Context: an optimization exercise on an open-source flow, tuned for small area and a short achievable clock period. The choices shown serve that exercise and are no tape-out recipe. In this exercise RTL edits were held to simulation tests only and were not proved equivalent to the original. No activity file was given, so power comes from the tool's default toggle rates.

## mic_pdm_core
module mic_pdm_core #(
  parameter int CLK_DIV = 4,
  parameter int DECIM   = 128,
  parameter int FIFO_AW = 9
) (
  input  logic        clk,
  input  logic        reset,
  input  logic        cs,
  input  logic        read,
  input  logic        write,
  input  logic [4:0]  addr,
  input  logic [31:0] wr_data,
  output logic [31:0] rd_data,
  output logic        mic_clk,
  input  logic        mic_data,
  output logic        mic_lrsel
);
Size in the first run: ~5200 cells after synthesis, about 3900 flip-flops, about 0.089 sq mm of cells after synthesis.
export LEC_CHECK = 0
export CAP_MARGIN = 20
export CORE_MARGIN = 2
export CORE_UTILIZATION = 70
export SETUP_SLACK_MARGIN = 4.4
export SLEW_MARGIN = 20
export SYNTH_HIERARCHICAL = 1
export SYNTH_MINIMUM_KEEP_SIZE = 0
create_clock -name core_clock -period 7.5 [get_ports {clk}]
standard.sh (not shown) runs the stock make flow with config.mk's settings and CLKGATE_MAP_FILE= SYNTH_SCRIPT=/design/flow/synth_recipe.tcl, a recipe that flattens the netlist after the stock synthesis.
==> flow/flow/run.sh <==
#!/bin/bash
# Standard ORFS layout; only the clock tree synthesis arguments differ:
# larger sink clusters and no dummy loads.
set -euo pipefail
export CTS_ARGS="-sink_clustering_enable -repair_clock_nets -dont_use_dummy_load -sink_clustering_size 30 -sink_clustering_max_diameter 60"
bash standard.sh > standard.log 2>&1
The first run finished with timing, DRC and antenna clean.
==> next run, changes <==
- PLACE_DENSITY: unset -> 0.85
- SETUP_SLACK_MARGIN: 4.4 -> 4.1
- The changed run finished clean
- core utilization went down by 0.16 points
- design area hardly moves
- clock skew went up by 12 ps
- power went up by 0.84%
- area after synthesis does not change
- die area does not change
- critical path depth went down by 1

Setup of v18:
mic_pdm_core, a different RTL version from the one above (not shown whole).
For scale: ~5400 cells after synthesis, roughly 4300 flip-flops, roughly 77 I/O pins, about 96000 um^2 of cells after synthesis.
Settings: LEC_CHECK=0, CAP_MARGIN=20, CORE_MARGIN=2, CORE_UTILIZATION=55, SETUP_SLACK_MARGIN=4.1, SLEW_MARGIN=20; clock period 7.5 ns.
run.sh (not shown) runs the stock make flow with config.mk's settings and CLKGATE_MAP_FILE= SYNTH_SCRIPT=/design/flow/synth_recipe.tcl, a recipe that flattens the netlist after the stock synthesis.
Stock flow here: none of the scripts above is used.
The inputs of v21 differ from those of v18 as listed below.
==> flow/flow/run.sh (new file) <==
#!/bin/bash
# Standard ORFS layout; only the clock tree synthesis arguments differ:
# larger sink clusters and no dummy loads.
set -euo pipefail
export CTS_ARGS="-sink_clustering_enable -repair_clock_nets -dont_use_dummy_load -sink_clustering_size 30 -sink_clustering_max_diameter 60"
bash standard.sh > standard.log 2>&1
==> flow/standard.sh (new file) <==
#!/bin/bash
# synth_recipe.tcl (not shown) runs the flow's synth.tcl, then flattens the netlist and writes it again
# the make line also repeats each setting of config.mk as NAME=value (left out here)
make -C /OpenROAD-flow-scripts/flow DESIGN_CONFIG=/design/flow/config.mk WORK_HOME=/design/flow/orfs CLKGATE_MAP_FILE= SYNTH_SCRIPT=/design/flow/synth_recipe.tcl "${@:-finish}"
removed: flow/run.sh
==> comparison <==
- The logic depth of the worst register-to-register path of v21 is higher than that of v18.
- Diff v18..v21 | post-route fraction of the period consumed by the critical path | negligible
- v21 vs. v18: layout-stage area growth over the synthesis result went down by 8.7 points.
- v21 vs. v18: relative contribution of the clock network to total power went down by 14 points.

== old ==
mic_pdm_core with an RTL version that a note above also has.
Size: roughly 3900 flip-flops, about 77 I/O pins, ~89000 µm² of cells after synthesis.
==> flow/config.mk <==
export PLATFORM = sky130hd
export DESIGN_NAME = mic_pdm_core
export DESIGN_NICKNAME = mic_pdm_core
export VERILOG_FILES = /design/flow/design.v
export SDC_FILE = /design/flow/constraint.sdc
export NUM_CORES = 4
export LEC_CHECK = 0
export ABC_AREA = 1
export CAP_MARGIN = 20
export CORE_MARGIN = 2
export CORE_UTILIZATION = 70
export SETUP_SLACK_MARGIN = 4.1
export SLEW_MARGIN = 20
export SYNTH_HIERARCHICAL = 1
export SYNTH_MINIMUM_KEEP_SIZE = 0
==> flow/constraint.sdc <==
create_clock -name core_clock -period 7.5 [get_ports {clk}]
set_input_delay 1.5000 -clock core_clock [delete_from_list [all_inputs] [get_ports {clk}]]
set_output_delay 1.5000 -clock core_clock [all_outputs]
set_load 0.01 [all_outputs]
standard.sh (not shown) runs the stock make flow with config.mk's settings and CLKGATE_MAP_FILE= SYNTH_SCRIPT=/design/flow/synth_recipe.tcl, a recipe that flattens the netlist after the stock synthesis.
==> flow/flow/run.sh <==
#!/bin/bash
# Standard ORFS layout with two changes:
#  - clock tree synthesis: larger sink clusters and no dummy loads;
#  - pin placement: the address pins and the read data pins are kept in one
#    group, so the combinational address-to-read-data paths stay short.
set -euo pipefail
export CTS_ARGS="-sink_clustering_enable -repair_clock_nets -dont_use_dummy_load -sink_clustering_size 30 -sink_clustering_max_diameter 60"
grp="addr[0] addr[1] cs write"
for i in $(seq 0 17); do grp="$grp rd_data[$i]"; done
export PLACE_PINS_ARGS="-group_pins {$grp}"
bash standard.sh > standard.log 2>&1
old reached the end of the flow, and the finished layout is clean on the timing, design-rule and antenna checks.
## Diff of input files: new against old
Settings: CORE_UTILIZATION: 70 -> 82; ABC_AREA: 1 -> unset.
==> flow/flow/run.sh <==
#!/bin/bash
# Standard ORFS layout; only the clock tree synthesis arguments differ:
# larger sink clusters and no dummy loads.
set -euo pipefail
export CTS_ARGS="-sink_clustering_enable -repair_clock_nets -dont_use_dummy_load -sink_clustering_size 30 -sink_clustering_max_diameter 60"
bash standard.sh > standard.log 2>&1
--- outcome ---
- Between new and old, the vertical die dimension is higher for old.
- Number of rows created at floorplan, new vs old: down by a little under 10%
- Taking old as the reference, in new number of buffers added for setup after CTS now larger; synthesized instance count now smaller; count of input and output buffers comparable; share of the synthesized netlist area taken by xor and xnor gates now larger.
- Run status, new: aborted in clock tree synthesis (4_1_cts), error DPL-0033
- Looking at post-cts resize count, new sits 60 higher than old does.
- For post-synthesis adder-cell area fraction, new and old come out practically identical.

-- re-timing with driven ports --
How much do the figures lean on ideal ports? The routed layouts below were timed once more, with nothing changed but the port constraints. Step 1 sets driving cells, clkbuf_16 on the clock port and buf_2 on the other inputs (assumed; they add their load-dependent delay and slew). Step 2 times the ports against the registers' clock, not the clock port: input delays grow and output delays shrink by t, the midpoint of the rising clock arrivals with the driver on. Three values: ideal, step 1, step 2; two values: the first two.
| run | shift t [ns] | setup WS [ns] | worst setup path after step 2 | latest minus earliest clock arrival (ns) |
|---|---|---|---|---|
| the first run of note 1 | 0.849 | 3.821 / 3.768 / 3.229 | input to register | 0.089 / 0.089 |
| the second run of note 1 | 0.867 | 3.933 / 3.713 / 3.046 | input to register | 0.101 / 0.101 |
| v18 | 0.984 | 3.841 / 3.778 / 3.200 | input to register | 0.080 / 0.080 |
| v21 | 0.867 | 3.831 / 3.754 / 3.177 | input to register | 0.107 / 0.107 |
| old | 0.835 | 4.044 / 3.859 / 3.359 | input to register | 0.089 / 0.090 |
After both steps setup and hold are still met in every run listed. The setup slack of the second run of note 1, which loses most, moves by -0.220 ns with the drivers and by -0.887 ns with both steps.
